This is an optimization exercise on Yosys and OpenROAD, whose aim is small area and a short achievable clock period, not a production implementation.
Where RTL was checked, it was by simulation tests only, not by an equivalence proof against the original.
Power figures rest on the tool's default switching activity, not on a simulated workload.

## build 43
==> flow/design.v (excerpt) <==
module drp_responder #(
    parameter int LATENCY = 4    
) (
    input  logic        clk,
    input  logic        rst,
    input  logic        den,
    input  logic        dwe,
    input  logic [6:0]  daddr,
    input  logic [15:0] di,
    output logic [15:0] drp_do,
    output logic        drdy,
    input  logic        sample_valid,
    input  logic [5:0]  sample_chan,
    input  logic [11:0] sample_data,
    output logic        proto_err
);
make LEC_CHECK=0 CAP_MARGIN=20 CORE_MARGIN=2 CORE_UTILIZATION=68 CTS_CLUSTER_DIAMETER=200 CTS_CLUSTER_SIZE=30 SETUP_SLACK_MARGIN=2.0 SLEW_MARGIN=20 finish   # period 4.0 ns
run.sh (not shown) runs the stock make flow with config.mk's settings and CLKGATE_MAP_FILE= SYNTH_SCRIPT=/design/flow/synth_recipe.tcl, a recipe that flattens the netlist after the stock synthesis.
Build 43 | stages: all done | timing, DRC, antenna: all pass
diff inputs: build 43 => build 48
- a deleted CTS_CLUSTER_SIZE that had been 30
- a deleted CTS_CLUSTER_DIAMETER that had been 200
- a change of CORE_UTILIZATION from 68 to 55
### Flow results
Compared with build 43, build 48 shows number of buffers other than clock buffers in the final layout that has gone down by a few percent. Min via count across build 43 and build 48: build 43. Worst-path cell with the longest stage delay = sky130_fd_sc_hd__o21bai_2: build 43; worst-path cell with the longest stage delay = sky130_fd_sc_hd__dfxtp_4: build 48. Changes observed in build 48 relative to build 43: worst setup slack after placement fell by 180 ps; standard cell area after detailed placement rose by 320 um^2.
Modified inputs, build 45 compared to build 48
- an added CTS_CLUSTER_DIAMETER of 200
- an added CTS_CLUSTER_SIZE of 30
Findings:
In build 45 relative to build 48, non-clock buffer count had gone up by a few percent.
Build 45 ended up with a lower power dissipated by switching net loads than build 48 did.
Going from build 48 to build 45, insertion delay to the later sink of the worst-skew pair moved down; H-tree depth reported by CTS -1; final critical-path setup slack +150 ps.
#### Input delta (build 30 over build 45)
- an added CTS_BUF_LIST of sky130_fd_sc_hd__clkbuf_8
- a deleted CTS_CLUSTER_DIAMETER that had been 200
### Flow results
Min multi-input logic portion of the cell area across build 45 and build 30: build 30. | total via count after detailed routing | build 30 vs build 45 | worse |. Min worst setup slack after layout across build 45 and build 30: build 30. Post-CTS repair timing setup buffer count of build 30 exceeds that of build 45 by more than 10%. Compared with build 45, build 30 shows a higher measured slew at the worst slew-check pin.

the previous run:
drp_responder, a different RTL version from the one above (not shown whole).
Size: ~2,000 flip-flops, roughly 64 I/O pins, roughly 71,000 µm² of cells after synthesis.
clock: 4.0 ns
lec_check: 0
cap_margin: 20
core_margin: 2
core_utilization: 55
cts_cluster_diameter: 200
cts_cluster_size: 30
setup_slack_margin: 2.0
slew_margin: 20
standard.sh (not shown) runs the stock make flow with config.mk's settings and CLKGATE_MAP_FILE= SYNTH_SCRIPT=/design/flow/synth_recipe.tcl, a recipe that flattens the netlist after the stock synthesis.
==> flow/flow/run.sh <==
#!/bin/bash
set -euo pipefail
bash standard.sh MATCH_CELL_FOOTPRINT=0 finish > flow_standard.log 2>&1
Input-level comparison between the current run and the previous run:
==> flow/run.sh (new file) <==
#!/bin/bash
# synth_recipe.tcl (not shown) runs the flow's synth.tcl, then flattens the netlist and writes it again
# the make line also repeats each setting of config.mk as NAME=value (left out here)
make -C /OpenROAD-flow-scripts/flow DESIGN_CONFIG=/design/flow/config.mk WORK_HOME=/design/flow/orfs CLKGATE_MAP_FILE= SYNTH_SCRIPT=/design/flow/synth_recipe.tcl finish
removed: flow/flow/run.sh
removed: flow/standard.sh
--- outcome ---
Detailed-route wire length delta (the current run − the previous run): unfavourable. Maximum fanout along the worst path was higher in the current run than in the previous run. A slowest cell on the critical path of sky130_fd_sc_hd__nor2b_4 is what the current run shows, while sky130_fd_sc_hd__dfxtp_4 belongs to the previous run. Measured against the current run, the maximum frequency of the previous run comes out at 1.06 times the reference value. Against the previous run as the reference, the current run delivers a lower register-to-register slack. Post-cts gate resize count in the current run is 35% higher than in the previous run.
Function was not checked in any run of this note: the RTL went through the layout flow alone.

Another version of the RTL of drp_responder (not shown whole).
Size: ~3700 cells after synthesis, ~2000 flip-flops, roughly 64 I/O pins, roughly 71000 sq um of cells after synthesis.
clock: 4.0 ns
lec_check: 0
cap_margin: 20
core_margin: 2
core_utilization: 55
cts_cluster_diameter: 200
cts_cluster_size: 30
setup_slack_margin: 2.2
slew_margin: 20
run.sh (not shown) runs the stock make flow with config.mk's settings and CLKGATE_MAP_FILE= SYNTH_SCRIPT=/design/flow/synth_recipe.tcl, a recipe that flattens the netlist after the stock synthesis.
Stock flow here: none of the scripts above is used.
The starting point finished clean.
Change:
==> flow/flow/run.sh (new file) <==
#!/bin/bash
set -euo pipefail
bash standard.sh MATCH_CELL_FOOTPRINT=0 finish > flow_standard.log 2>&1
==> flow/standard.sh (new file) <==
#!/bin/bash
# synth_recipe.tcl (not shown) runs the flow's synth.tcl, then flattens the netlist and writes it again
# the make line also repeats each setting of config.mk as NAME=value (left out here)
make -C /OpenROAD-flow-scripts/flow DESIGN_CONFIG=/design/flow/config.mk WORK_HOME=/design/flow/orfs CLKGATE_MAP_FILE= SYNTH_SCRIPT=/design/flow/synth_recipe.tcl "${@:-finish}"
Settings changed: SETUP_SLACK_MARGIN 2.2 to 2.0.
removed: flow/run.sh
Effect: The changed run completed without violations; core utilization goes down by 1.3 points; register-to-register slack is worse by 0.18 ns; combinational power goes down by about 9%; non-clock buffer count goes down by 48; sequential share of layout area goes up by 1.6 points; die area does not change; wire length goes down by 3.5%.
Change:
==> flow/run.sh (new file) <==
#!/bin/bash
# synth_recipe.tcl (not shown) runs the flow's synth.tcl, then flattens the netlist and writes it again
# the make line also repeats each setting of config.mk as NAME=value (left out here)
make -C /OpenROAD-flow-scripts/flow DESIGN_CONFIG=/design/flow/config.mk WORK_HOME=/design/flow/orfs CLKGATE_MAP_FILE= SYNTH_SCRIPT=/design/flow/synth_recipe.tcl finish
removed: flow/flow/run.sh
removed: flow/standard.sh
Fmax is about the same; worst setup slack barely changes; total power barely changes; sequential share of layout area stays the same; design area is unchanged; wire length stays flat; clock power stays flat; sequential power hardly moves.
Change:
Settings changed: CTS_CLUSTER_SIZE 30 to 25, SETUP_SLACK_MARGIN 2.0 to 2.2.
What happened: Synthesized area is unchanged. Via count rose by 2.1%. Sequential power hardly moves. Clock skew rose by 0.0075 ns. Count of clock-buffer cells in the layout rose by 26. Cell area rose by about 2.5%.

[re-timing with driven ports]
In the flow no input, the clock included, has a driving cell. The finished layouts below were timed again as built, in two steps. Step 1 sets driving cells, clkbuf_16 on the clock port and buf_2 on the other inputs (assumed; they add their load-dependent delay and slew). Step 2 moves the port delays by t, midway between the first and last clock arrival at a register: inputs arrive t later, outputs are due t later. That takes back most of the time a late clock gives input paths. Three values: ideal, step 1, step 2; two values: the first two.
| run | t, ns | setup slack, ns | worst slew at a driven data input, ns |
|---|---|---|---|
| build 43 | 0.765 | 1.870 / 1.870 / 1.702 | 0.13 |
| build 48 | 0.875 | 1.847 / 1.770 / 1.466 | 0.19 |
| build 45 | 0.772 | 1.992 / 1.914 / 1.529 | 0.18 |
| build 30 | 1.052 | 1.700 / 1.626 / 1.230 | 0.17 |
| the previous run | 0.768 | 1.975 / 1.975 / 1.511 | 0.08 |
| the current run | 0.772 | 1.861 / 1.861 / 1.521 | 0.09 |
| the first run of note 3 | 0.768 | 1.996 / 1.925 / 1.672 | 0.22 |
| the second run of note 3 | 0.766 | 1.981 / 1.922 / 1.472 | 0.22 |
| the third run of note 3 | 0.768 | 1.984 / 1.917 / 1.471 | 0.23 |
| the fourth run of note 3 | 0.795 | 1.974 / 1.892 / 1.645 | 0.22 |
After both steps every run listed still meets setup and hold. For the third run of note 3, which loses most, drivers alone change the setup slack by -0.067 ns; drivers and shift together by -0.513 ns.
